This is an optimization exercise on Yosys and OpenROAD, whose aim is a short achievable clock period and few clock cycles per item, not a production implementation.
Only simulation tests tie the RTL to the original design; equivalence was not proved.

==> inputs of build 54 <==
==> flow/design.v <==
package cpu_pkg;
    localparam int DATA_BITS = 32;
    typedef logic [DATA_BITS-1:0] data_t;
    typedef logic [DATA_BITS-3:0] wpc_t;
    localparam int MEM_ADDR_BITS = 18;
    localparam int INST_BYTES = 4;
    localparam logic [6:0] OPCODE_JAL = 7'b1101111;
    localparam int LOOP_ENTRIES = 128;
endpackage
`timescale 1ns/1ns
module mem_ctrl (
    input  logic           clk_in,
    input  logic           rst,
    input  logic           rdy,
    input  logic [7:0]     mem_din,
    output cpu_pkg::data_t mem_a,
    input  logic           run,         
    input  logic           room,        
    output logic           in_flight,   
    output logic           w_valid,
    output cpu_pkg::wpc_t  w_pc,
    output cpu_pkg::data_t w_word,
    output logic           w_jal,
    output cpu_pkg::wpc_t  w_tgt
);
    cpu_pkg::wpc_t apc;
    logic [1:0]    ab;
    logic          dv;
    logic [1:0]    db;
    cpu_pkg::wpc_t dpc;
    logic [7:0]    b1, b2, b3;
    cpu_pkg::wpc_t tgt;
    logic          done;
    logic          is_jal;
    logic          issue;
    logic [cpu_pkg::MEM_ADDR_BITS-1:0] ma;
    cpu_pkg::wpc_t apc_n;
    logic [1:0]    ab_n;
    assign mem_a = cpu_pkg::data_t'(ma);
    assign in_flight = dv;
    assign tgt    = dpc + {{12{b3[7]}}, b2[3:0], b1[7:4], b2[4], b3[6:0], b2[7:6]};
    assign done   = dv && (db == 2'd0);
    assign is_jal = (mem_din[6:0] == cpu_pkg::OPCODE_JAL);
    assign issue  = run && ((ab != 2'd1) || room);
    always_comb begin
        apc_n = apc;
        ab_n  = ab;
        if (rdy && run) begin
            if (done && is_jal) begin
                apc_n = tgt;
                ab_n  = 2'd1;
            end else if (issue) begin
                ab_n = ab + 2'd1;
                if (ab == 2'd0) begin
                    apc_n = apc + 1'b1;
                end
            end
        end
    end
    always_ff @(posedge clk_in) begin
        if (rst) begin
            apc     <= '0;
            ab      <= 2'd1;
            ma      <= 18'd1;
            dv      <= 1'b0;
            w_valid <= 1'b0;
        end else begin
            w_valid <= rdy && run && done;
            apc     <= apc_n;
            ab      <= ab_n;
            ma      <= {apc_n[cpu_pkg::MEM_ADDR_BITS-3:0], ab_n};
            if (rdy && run) begin
                dv <= !(done && is_jal) && issue;
            end
        end
    end
    always_ff @(posedge clk_in) begin
        if (rdy && run) begin
            db  <= ab;
            dpc <= apc;
            if (dv) begin
                case (db)
                    2'd1: b1 <= mem_din;
                    2'd2: b2 <= mem_din;
                    2'd3: b3 <= mem_din;
                    default: ;
                endcase
            end
        end
    end
    always_ff @(posedge clk_in) begin
        if (rdy && run && done) begin
            w_pc   <= dpc;
            w_word <= {b3, b2, b1, mem_din};
            w_jal  <= is_jal;
            w_tgt  <= tgt;
        end
    end
endmodule
`timescale 1ns/1ns
module icache #(
    parameter int N = cpu_pkg::LOOP_ENTRIES,
    parameter int G = 16                    
) (
    input  logic           clk_in,
    input  logic           rst,
    input  logic           wr,          
    input  cpu_pkg::data_t wr_word,
    input  logic           closes,      
    input  logic           rot,         
    output logic           can_close,   
    output logic           restart,     
    output cpu_pkg::data_t head,
    output cpu_pkg::data_t head_nx      
);
    localparam int NG = N / G;
    cpu_pkg::data_t words [N];
    cpu_pkg::data_t grp   [NG];         
    cpu_pkg::data_t grp_nx [NG];
    cpu_pkg::data_t grp_or;
    logic [N-1:0]   tap;                
    logic [1:0]     cnt;                
    logic           shift;
    logic           grp_ld;
    logic           head_ld;
    assign shift     = wr || rot;
    assign can_close = cnt[1];
    assign restart   = (cnt == 2'd0) || (cnt[1] && tap[N-1] && !closes);
    assign grp_ld    = (wr && ((cnt == 2'd1) || closes)) || rot;
    assign head_ld   = (wr && closes) || rot;
    always_comb begin
        for (int g = 0; g < NG; g++) begin
            grp_nx[g] = '0;
            for (int j = 0; j < G; j++) begin
                grp_nx[g] = grp_nx[g] | (words[g*G+j] & {cpu_pkg::DATA_BITS{tap[g*G+j]}});
            end
        end
        grp_or = '0;
        for (int g = 0; g < NG; g++) begin
            grp_or = grp_or | grp[g];
        end
    end
    assign head_nx = head_ld ? grp_or : head;
    always_ff @(posedge clk_in) begin
        if (rst) begin
            cnt <= 2'd0;
            tap <= N'(1);
        end else if (wr && !closes) begin
            if (restart) begin
                cnt <= 2'd1;
                tap <= N'(1);
            end else if (cnt == 2'd1) begin
                cnt <= 2'd2;
            end else begin
                tap <= {tap[N-2:0], 1'b0};
            end
        end
    end
    always_ff @(posedge clk_in) begin
        head <= head_nx;
        if (grp_ld) begin
            for (int g = 0; g < NG; g++) begin
                grp[g] <= grp_nx[g];
            end
        end
        if (shift) begin
            words[0] <= rot ? head : wr_word;
            for (int i = 1; i < N; i++) begin
                words[i] <= words[i-1];
            end
        end
    end
endmodule
`timescale 1ns/1ns
module fetch_unit (
    input  logic           clk_in,
    input  logic           rst,
    output logic           run,
    input  logic           w_valid,
    input  cpu_pkg::wpc_t  w_pc,
    input  cpu_pkg::data_t w_word,
    input  logic           w_jal,
    input  cpu_pkg::wpc_t  w_tgt,
    output logic           lb_wr,
    output logic           lb_rot,
    output logic           lb_closes,
    input  logic           lb_can_close,
    input  logic           lb_restart,
    input  cpu_pkg::data_t lb_head,
    input  cpu_pkg::data_t lb_head_nx,
    output logic           push,
    output cpu_pkg::wpc_t  push_pc,
    output cpu_pkg::data_t push_word,
    input  logic           room_next    
);
    logic          replay;
    logic          rot_q;
    cpu_pkg::wpc_t start_pc;            
    cpu_pkg::wpc_t rpc;                 
    logic          closes;
    logic          nx_jal;
    cpu_pkg::wpc_t nx_inc;
    cpu_pkg::wpc_t head_inc;            
    assign run    = !replay;
    assign lb_wr  = w_valid && !replay;
    assign lb_rot = rot_q;
    assign closes    = w_valid && !replay && w_jal && lb_can_close && (w_tgt == start_pc);
    assign lb_closes = closes;
    assign nx_jal = (lb_head_nx[6:0] == cpu_pkg::OPCODE_JAL);
    assign nx_inc = nx_jal ? {{12{lb_head_nx[31]}}, lb_head_nx[19:12], lb_head_nx[20], lb_head_nx[30:22]}
                           : cpu_pkg::wpc_t'(1);
    assign push      = replay ? rot_q : w_valid;
    assign push_pc   = replay ? rpc : w_pc;
    assign push_word = replay ? lb_head : w_word;
    always_ff @(posedge clk_in) begin
        if (rst) begin
            replay <= 1'b0;
            rot_q  <= 1'b0;
        end else begin
            if (closes) begin
                replay <= 1'b1;
            end
            rot_q <= (replay || closes) && room_next;
        end
    end
    always_ff @(posedge clk_in) begin
        head_inc <= nx_inc;
        if (lb_wr && lb_restart) begin
            start_pc <= w_pc;
        end
        if (closes) begin
            rpc <= w_tgt;
        end else if (rot_q) begin
            rpc <= rpc + head_inc;
        end
    end
endmodule
`timescale 1ns/1ns
module inst_queue (
    input  logic           clk_in,
    input  logic           rst,
    input  logic           rdy,
    input  logic           in_push,
    input  cpu_pkg::wpc_t  in_push_pc,
    input  cpu_pkg::data_t in_push_word,
    output logic           room_next,   
    output logic [1:0]     held,        
    output logic           ins_valid,
    output cpu_pkg::data_t ins_pc,
    output cpu_pkg::data_t ins_word,
    input  logic           ins_ready
);
    logic          o_v;
    cpu_pkg::wpc_t o_pc;
    cpu_pkg::data_t o_word;
    cpu_pkg::wpc_t h_pc;
    cpu_pkg::data_t h_word;
    cpu_pkg::wpc_t n_pc;
    cpu_pkg::data_t n_word;
    logic          k_v;
    cpu_pkg::wpc_t k_pc;
    cpu_pkg::data_t k_word;
    logic          pop;
    logic          load_o;
    assign ins_valid = o_v;
    assign ins_pc    = {o_pc, 2'b00};
    assign ins_word  = o_word;
    assign pop    = rdy && ins_ready && o_v;
    assign load_o = pop || !o_v;
    assign room_next = !(o_v && (k_v || in_push) && !pop) && !(k_v && in_push);
    assign held      = {1'b0, o_v} + {1'b0, k_v};
    always_ff @(posedge clk_in) begin
        if (rst) begin
            o_v <= 1'b0;
            k_v <= 1'b0;
        end else begin
            if (load_o) begin
                o_v <= k_v || in_push;
                k_v <= k_v && in_push;
            end else begin
                k_v <= k_v || in_push;
            end
        end
    end
    assign n_pc   = k_v ? k_pc : in_push_pc;
    assign n_word = k_v ? k_word : in_push_word;
    always_ff @(posedge clk_in) begin
        o_pc   <= load_o ? n_pc : h_pc;
        o_word <= load_o ? n_word : h_word;
        h_pc   <= load_o ? n_pc : o_pc;
        h_word <= load_o ? n_word : o_word;
        if (load_o ? k_v : !k_v) begin
            k_pc   <= in_push_pc;
            k_word <= in_push_word;
        end
    end
endmodule
`timescale 1ns/1ns
module cpu (
    input  logic           clk_in,
    input  logic           rst,
    input  logic           rdy,
    input  logic [7:0]     mem_din,
    output logic [7:0]     mem_dout,
    output cpu_pkg::data_t mem_a,
    output logic           mem_wr,
    output logic           ins_valid,
    output cpu_pkg::data_t ins_pc,
    output cpu_pkg::data_t ins_word,
    input  logic           ins_ready
);
    logic           run;
    logic           room;
    logic           in_flight;
    logic           w_valid;
    cpu_pkg::wpc_t  w_pc;
    cpu_pkg::data_t w_word;
    logic           w_jal;
    cpu_pkg::wpc_t  w_tgt;
    logic           lb_wr;
    logic           lb_rot;
    logic           lb_closes;
    logic           lb_can_close;
    logic           lb_restart;
    cpu_pkg::data_t lb_head;
    cpu_pkg::data_t lb_head_nx;
    logic           push;
    cpu_pkg::wpc_t  push_pc;
    cpu_pkg::data_t push_word;
    logic           room_next;
    logic [1:0]     held;
    assign mem_dout = 8'd0;
    assign mem_wr   = 1'b0;
    assign room = ({1'b0, held} + {2'b0, w_valid} + {2'b0, in_flight}) <= 3'd1;
    mem_ctrl u_mem_ctrl (
        .clk_in    (clk_in),
        .rst       (rst),
        .rdy       (rdy),
        .mem_din   (mem_din),
        .mem_a     (mem_a),
        .run       (run),
        .room      (room),
        .in_flight (in_flight),
        .w_valid   (w_valid),
        .w_pc      (w_pc),
        .w_word    (w_word),
        .w_jal     (w_jal),
        .w_tgt     (w_tgt)
    );
    icache u_icache (
        .clk_in  (clk_in),
        .rst     (rst),
        .wr      (lb_wr),
        .wr_word (w_word),
        .closes  (lb_closes),
        .rot     (lb_rot),
        .can_close (lb_can_close),
        .restart (lb_restart),
        .head    (lb_head),
        .head_nx (lb_head_nx)
    );
    fetch_unit u_fetch_unit (
        .clk_in     (clk_in),
        .rst        (rst),
        .run        (run),
        .w_valid    (w_valid),
        .w_pc       (w_pc),
        .w_word     (w_word),
        .w_jal      (w_jal),
        .w_tgt      (w_tgt),
        .lb_wr      (lb_wr),
        .lb_rot     (lb_rot),
        .lb_closes  (lb_closes),
        .lb_can_close (lb_can_close),
        .lb_restart (lb_restart),
        .lb_head    (lb_head),
        .lb_head_nx (lb_head_nx),
        .push       (push),
        .push_pc    (push_pc),
        .push_word  (push_word),
        .room_next  (room_next)
    );
    inst_queue u_inst_queue (
        .clk_in       (clk_in),
        .rst          (rst),
        .rdy          (rdy),
        .in_push      (push),
        .in_push_pc   (push_pc),
        .in_push_word (push_word),
        .room_next    (room_next),
        .held         (held),
        .ins_valid    (ins_valid),
        .ins_pc       (ins_pc),
        .ins_word     (ins_word),
        .ins_ready    (ins_ready)
    );
endmodule
==> flow/flow/run.sh <==
#!/bin/bash
set -uo pipefail
bash standard.sh SETUP_SLACK_MARGIN=6.2 finish > flow_make.log 2>&1
status=$?
cp -f orfs/logs/sky130hd/cpu/base/*.log . 2>/dev/null || true
exit $status
==> flow/standard.sh <==
#!/bin/bash
# synth_recipe.tcl (not shown) runs the flow's synth.tcl, then flattens the netlist and writes it again
# the make line also repeats each setting of config.mk as NAME=value (left out here)
make -C /OpenROAD-flow-scripts/flow DESIGN_CONFIG=/design/flow/config.mk WORK_HOME=/design/flow/orfs CLKGATE_MAP_FILE= SYNTH_SCRIPT=/design/flow/synth_recipe.tcl "${@:-finish}"
==> flow/config.mk <==
export PLATFORM = sky130hd
export DESIGN_NAME = cpu
export DESIGN_NICKNAME = cpu
export VERILOG_FILES = /design/flow/design.v
export SDC_FILE = /design/flow/constraint.sdc
export NUM_CORES = 4
export LEC_CHECK = 0
export ABC_CLOCK_PERIOD_IN_PS = 2500
export CAP_MARGIN = 20
export CORE_MARGIN = 2
export CORE_UTILIZATION = 40
export PLACE_DENSITY = 0.42
export SETUP_SLACK_MARGIN = 5
export SLEW_MARGIN = 20
==> flow/constraint.sdc <==
create_clock -name core_clock -period 9.0 [get_ports {clk_in}]
set_input_delay 1.8000 -clock core_clock [delete_from_list [all_inputs] [get_ports {clk_in}]]
set_output_delay 1.8000 -clock core_clock [all_outputs]
set_load 0.01 [all_outputs]
==> build 74: changes against build 54 <==
==> flow/design.v, changed modules only <==
module mem_ctrl (
    input  logic           clk_in,
    input  logic           rst,
    input  logic           rdy,
    input  logic [7:0]     mem_din,
    output cpu_pkg::data_t mem_a,
    input  logic           run,         
    input  logic           room,        
    output logic           in_flight,   
    output logic           w_valid,
    output cpu_pkg::wpc_t  w_pc,
    output cpu_pkg::data_t w_word,
    output logic           w_jal,
    output cpu_pkg::wpc_t  w_tgt
);
    cpu_pkg::wpc_t apc;
    logic [1:0]    ab;
    logic          dv;
    logic [1:0]    db;
    cpu_pkg::wpc_t dpc;
    logic [7:0]    b1, b2, b3;
    cpu_pkg::wpc_t tgt;
    logic          done;
    logic          is_jal;
    logic          issue;
    logic [cpu_pkg::MEM_ADDR_BITS-1:0] ma;
    logic [cpu_pkg::MEM_ADDR_BITS-1:0] ma_port;    
    cpu_pkg::wpc_t apc_n;
    logic [1:0]    ab_n;
    logic [cpu_pkg::MEM_ADDR_BITS-1:0] ma_n;
    logic          ma_chg;
    assign mem_a = cpu_pkg::data_t'(ma_port);
    assign in_flight = dv;
    assign tgt    = dpc + {{12{b3[7]}}, b2[3:0], b1[7:4], b2[4], b3[6:0], b2[7:6]};
    assign done   = dv && (db == 2'd0);
    assign is_jal = (mem_din[6:0] == cpu_pkg::OPCODE_JAL);
    assign issue  = run && ((ab != 2'd1) || room);
    always_comb begin
        apc_n = apc;
        ab_n  = ab;
        if (rdy && run) begin
            if (done && is_jal) begin
                apc_n = tgt;
                ab_n  = 2'd1;
            end else if (issue) begin
                ab_n = ab + 2'd1;
                if (ab == 2'd0) begin
                    apc_n = apc + 1'b1;
                end
            end
        end
    end
    assign ma_chg = rdy && run && ((done && is_jal) || issue);
    always_comb begin
        ma_n = ma;
        if (rdy && run) begin
            if (done && is_jal) begin
                ma_n = {tgt[cpu_pkg::MEM_ADDR_BITS-3:0], 2'd1};
            end else if (issue) begin
                ma_n[1:0] = ma[1:0] + 2'd1;
                if (ma[1:0] == 2'd0) begin
                    ma_n[cpu_pkg::MEM_ADDR_BITS-1:2] = ma[cpu_pkg::MEM_ADDR_BITS-1:2] + 1'b1;
                end
            end
        end
    end
    always_ff @(posedge clk_in) begin
        if (rst) begin
            apc     <= '0;
            ab      <= 2'd1;
            ma      <= 18'd1;
            ma_port <= 18'd1;
            dv      <= 1'b0;
            w_valid <= 1'b0;
        end else begin
            w_valid <= rdy && run && done;
            apc     <= apc_n;
            ab      <= ab_n;
            ma      <= ma_n;
            ma_port <= (ma_n & {cpu_pkg::MEM_ADDR_BITS{ma_chg}}) | (ma & {cpu_pkg::MEM_ADDR_BITS{!ma_chg}});
            if (rdy && run) begin
                dv <= !(done && is_jal) && issue;
            end
        end
    end
    always_ff @(posedge clk_in) begin
        if (rdy && run) begin
            db  <= ab;
            dpc <= apc;
            if (dv) begin
                case (db)
                    2'd1: b1 <= mem_din;
                    2'd2: b2 <= mem_din;
                    2'd3: b3 <= mem_din;
                    default: ;
                endcase
            end
        end
    end
    always_ff @(posedge clk_in) begin
        if (rdy && run && done) begin
            w_pc   <= dpc;
            w_word <= {b3, b2, b1, mem_din};
            w_jal  <= is_jal;
            w_tgt  <= tgt;
        end
    end
endmodule
module inst_queue (
    input  logic           clk_in,
    input  logic           rst,
    input  logic           rdy,
    input  logic           in_push,
    input  cpu_pkg::wpc_t  in_push_pc,
    input  cpu_pkg::data_t in_push_word,
    output logic           room_next,   
    output logic [1:0]     held,        
    output logic           ins_valid,
    output cpu_pkg::data_t ins_pc,
    output cpu_pkg::data_t ins_word,
    input  logic           ins_ready
);
    logic          o_v;
    logic          out_v;               
    cpu_pkg::wpc_t o_pc;
    cpu_pkg::data_t o_word;
    cpu_pkg::wpc_t h_pc;
    cpu_pkg::data_t h_word;
    cpu_pkg::wpc_t n_pc;
    cpu_pkg::data_t n_word;
    logic          k_v;
    cpu_pkg::wpc_t k_pc;
    cpu_pkg::data_t k_word;
    logic          pop;
    logic          load_o;
    assign ins_valid = out_v;
    assign ins_pc    = {o_pc, 2'b00};
    assign ins_word  = o_word;
    assign pop    = rdy && ins_ready && o_v;
    assign load_o = pop || !o_v;
    assign room_next = !(o_v && (k_v || in_push) && !pop) && !(k_v && in_push);
    assign held      = {1'b0, o_v} + {1'b0, k_v};
    always_ff @(posedge clk_in) begin
        if (rst) begin
            o_v   <= 1'b0;
            out_v <= 1'b0;
            k_v   <= 1'b0;
        end else begin
            out_v <= k_v || in_push || (o_v && !pop);
            if (load_o) begin
                o_v <= k_v || in_push;
                k_v <= k_v && in_push;
            end else begin
                k_v <= k_v || in_push;
            end
        end
    end
    assign n_pc   = k_v ? k_pc : in_push_pc;
    assign n_word = k_v ? k_word : in_push_word;
    always_ff @(posedge clk_in) begin
        if (load_o) begin
            h_pc   <= n_pc;
            h_word <= n_word;
        end
        if (rst) begin
            o_pc   <= '0;
            o_word <= '0;
        end else begin
            o_pc   <= load_o ? n_pc : h_pc;
            o_word <= load_o ? n_word : h_word;
        end
        if (load_o ? k_v : !k_v) begin
            k_pc   <= in_push_pc;
            k_word <= in_push_word;
        end
    end
endmodule
- CORE_UTILIZATION: 40 -> 62
- CTS_CLUSTER_DIAMETER: unset -> 50
- CTS_CLUSTER_SIZE: unset -> 20
- PLACE_DENSITY: 0.42 -> 0.62
==> trial 17: changes against build 54 <==
==> flow/design.v, changed modules only <==
module mem_ctrl (
    input  logic           clk_in,
    input  logic           rst,
    input  logic           rdy,
    input  logic [7:0]     mem_din,
    output cpu_pkg::data_t mem_a,
    input  logic           run,         
    input  logic           room,        
    output logic           in_flight,   
    output logic           w_valid,
    output cpu_pkg::wpc_t  w_pc,
    output cpu_pkg::data_t w_word,
    output logic           w_jal,
    output cpu_pkg::wpc_t  w_tgt
);
    cpu_pkg::wpc_t apc;
    logic [1:0]    ab;
    logic          dv;
    logic [1:0]    db;
    cpu_pkg::wpc_t dpc;
    logic [7:0]    b1, b2, b3;
    cpu_pkg::wpc_t tgt;
    logic          done;
    logic          is_jal;
    logic          issue;
    logic [cpu_pkg::MEM_ADDR_BITS-1:0] ma;
    logic [cpu_pkg::MEM_ADDR_BITS-1:0] ma_port;    
    cpu_pkg::wpc_t apc_n;
    logic [1:0]    ab_n;
    logic [cpu_pkg::MEM_ADDR_BITS-1:0] ma_n;
    logic          ma_chg;
    assign mem_a = cpu_pkg::data_t'(ma_port);
    assign in_flight = dv;
    assign tgt    = dpc + {{12{b3[7]}}, b2[3:0], b1[7:4], b2[4], b3[6:0], b2[7:6]};
    assign done   = dv && (db == 2'd0);
    assign is_jal = (mem_din[6:0] == cpu_pkg::OPCODE_JAL);
    assign issue  = run && ((ab != 2'd1) || room);
    always_comb begin
        apc_n = apc;
        ab_n  = ab;
        if (rdy && run) begin
            if (done && is_jal) begin
                apc_n = tgt;
                ab_n  = 2'd1;
            end else if (issue) begin
                ab_n = ab + 2'd1;
                if (ab == 2'd0) begin
                    apc_n = apc + 1'b1;
                end
            end
        end
    end
    assign ma_chg = rdy && run && ((done && is_jal) || issue);
    always_comb begin
        ma_n = ma;
        if (rdy && run) begin
            if (done && is_jal) begin
                ma_n = {tgt[cpu_pkg::MEM_ADDR_BITS-3:0], 2'd1};
            end else if (issue) begin
                ma_n[1:0] = ma[1:0] + 2'd1;
                if (ma[1:0] == 2'd0) begin
                    ma_n[cpu_pkg::MEM_ADDR_BITS-1:2] = ma[cpu_pkg::MEM_ADDR_BITS-1:2] + 1'b1;
                end
            end
        end
    end
    always_ff @(posedge clk_in) begin
        if (rst) begin
            apc     <= '0;
            ab      <= 2'd1;
            ma      <= 18'd1;
            ma_port <= 18'd1;
            dv      <= 1'b0;
            w_valid <= 1'b0;
        end else begin
            w_valid <= rdy && run && done;
            apc     <= apc_n;
            ab      <= ab_n;
            ma      <= ma_n;
            ma_port <= (ma_n & {cpu_pkg::MEM_ADDR_BITS{ma_chg}}) | (ma & {cpu_pkg::MEM_ADDR_BITS{!ma_chg}});
            if (rdy && run) begin
                dv <= !(done && is_jal) && issue;
            end
        end
    end
    always_ff @(posedge clk_in) begin
        if (rdy && run) begin
            db  <= ab;
            dpc <= apc;
            if (dv) begin
                case (db)
                    2'd1: b1 <= mem_din;
                    2'd2: b2 <= mem_din;
                    2'd3: b3 <= mem_din;
                    default: ;
                endcase
            end
        end
    end
    always_ff @(posedge clk_in) begin
        if (rdy && run && done) begin
            w_pc   <= dpc;
            w_word <= {b3, b2, b1, mem_din};
            w_jal  <= is_jal;
            w_tgt  <= tgt;
        end
    end
endmodule
module inst_queue (
    input  logic           clk_in,
    input  logic           rst,
    input  logic           rdy,
    input  logic           in_push,
    input  cpu_pkg::wpc_t  in_push_pc,
    input  cpu_pkg::data_t in_push_word,
    output logic           room_next,   
    output logic [1:0]     held,        
    output logic           ins_valid,
    output cpu_pkg::data_t ins_pc,
    output cpu_pkg::data_t ins_word,
    input  logic           ins_ready
);
    logic          o_v;
    logic          out_v;               
    cpu_pkg::wpc_t o_pc;
    cpu_pkg::data_t o_word;
    cpu_pkg::wpc_t h_pc;
    cpu_pkg::data_t h_word;
    cpu_pkg::wpc_t n_pc;
    cpu_pkg::data_t n_word;
    logic          k_v;
    cpu_pkg::wpc_t k_pc;
    cpu_pkg::data_t k_word;
    logic          pop;
    logic          load_o;
    assign ins_valid = out_v;
    assign ins_pc    = {o_pc, 2'b00};
    assign ins_word  = o_word;
    assign pop    = rdy && ins_ready && o_v;
    assign load_o = pop || !o_v;
    assign room_next = !(o_v && (k_v || in_push) && !pop) && !(k_v && in_push);
    assign held      = {1'b0, o_v} + {1'b0, k_v};
    always_ff @(posedge clk_in) begin
        if (rst) begin
            o_v   <= 1'b0;
            out_v <= 1'b0;
            k_v   <= 1'b0;
        end else begin
            out_v <= k_v || in_push || (o_v && !pop);
            if (load_o) begin
                o_v <= k_v || in_push;
                k_v <= k_v && in_push;
            end else begin
                k_v <= k_v || in_push;
            end
        end
    end
    assign n_pc   = k_v ? k_pc : in_push_pc;
    assign n_word = k_v ? k_word : in_push_word;
    always_ff @(posedge clk_in) begin
        if (load_o) begin
            h_pc   <= n_pc;
            h_word <= n_word;
        end
        if (rst) begin
            o_pc   <= '0;
            o_word <= '0;
        end else begin
            o_pc   <= load_o ? n_pc : h_pc;
            o_word <= load_o ? n_word : h_word;
        end
        if (load_o ? k_v : !k_v) begin
            k_pc   <= in_push_pc;
            k_word <= in_push_word;
        end
    end
endmodule
- CORE_UTILIZATION: 40 -> 55
- CTS_CLUSTER_DIAMETER: unset -> 50
- CTS_CLUSTER_SIZE: unset -> 20
- PLACE_DENSITY: 0.42 -> 0.55
==> run summary <==
Flip-flop and latch count: build 54 is lower than build 74 (37). The lowest via count belongs to build 54, the highest to build 74. Maximum frequency, lowest first: build 54, trial 17, build 74. Sequential share of layout area: build 74 > build 54 > trial 17. Clock skew: build 74 > build 54 > trial 17.
Testbench counts of build 54, summed over its fixed seeds: cycles 37,673, items 32,000.
Testbench counts of build 74, summed over its fixed seeds: cycles 37,673, items 32,000.
Testbench counts of trial 17, summed over its fixed seeds: cycles 37,673, items 32,000.

## afterwards: timing with drivers on the ports
Ports are ideal in the flow. The routed layouts listed here were re-timed in OpenROAD. Step 1 sets driving cells, clkbuf_16 on the clock port and buf_2 on the other inputs (assumed; they add their load-dependent delay and slew). Step 2, shift: input delay + t, output delay - t, t = (earliest + latest rising clock arrival at the registers) / 2. This alone moves slack from input paths to output paths. Three values: ideal ports, drivers, drivers and shift; two values: the first two.
run | t, ns | setup WS [ns] | slew at the worst register clock pin (ns) | worst slew at a driven data input, ns | pins driven straight from the clock port
build 54 | 1.127 | 5.514 / 5.404 / 5.155 | 0.06 / 0.06 | 0.04 | 1
build 74 | 1.071 | 5.699 / 5.595 / 5.147 | 0.09 / 0.09 | 0.20 | 1
trial 17 | 1.097 | 5.681 / 5.575 / 5.076 | 0.08 / 0.08 | 0.20 | 1
After both steps every run listed still meets setup and hold. The setup slack of trial 17, which loses most, moves by -0.106 ns with the drivers and by -0.605 ns with both steps.
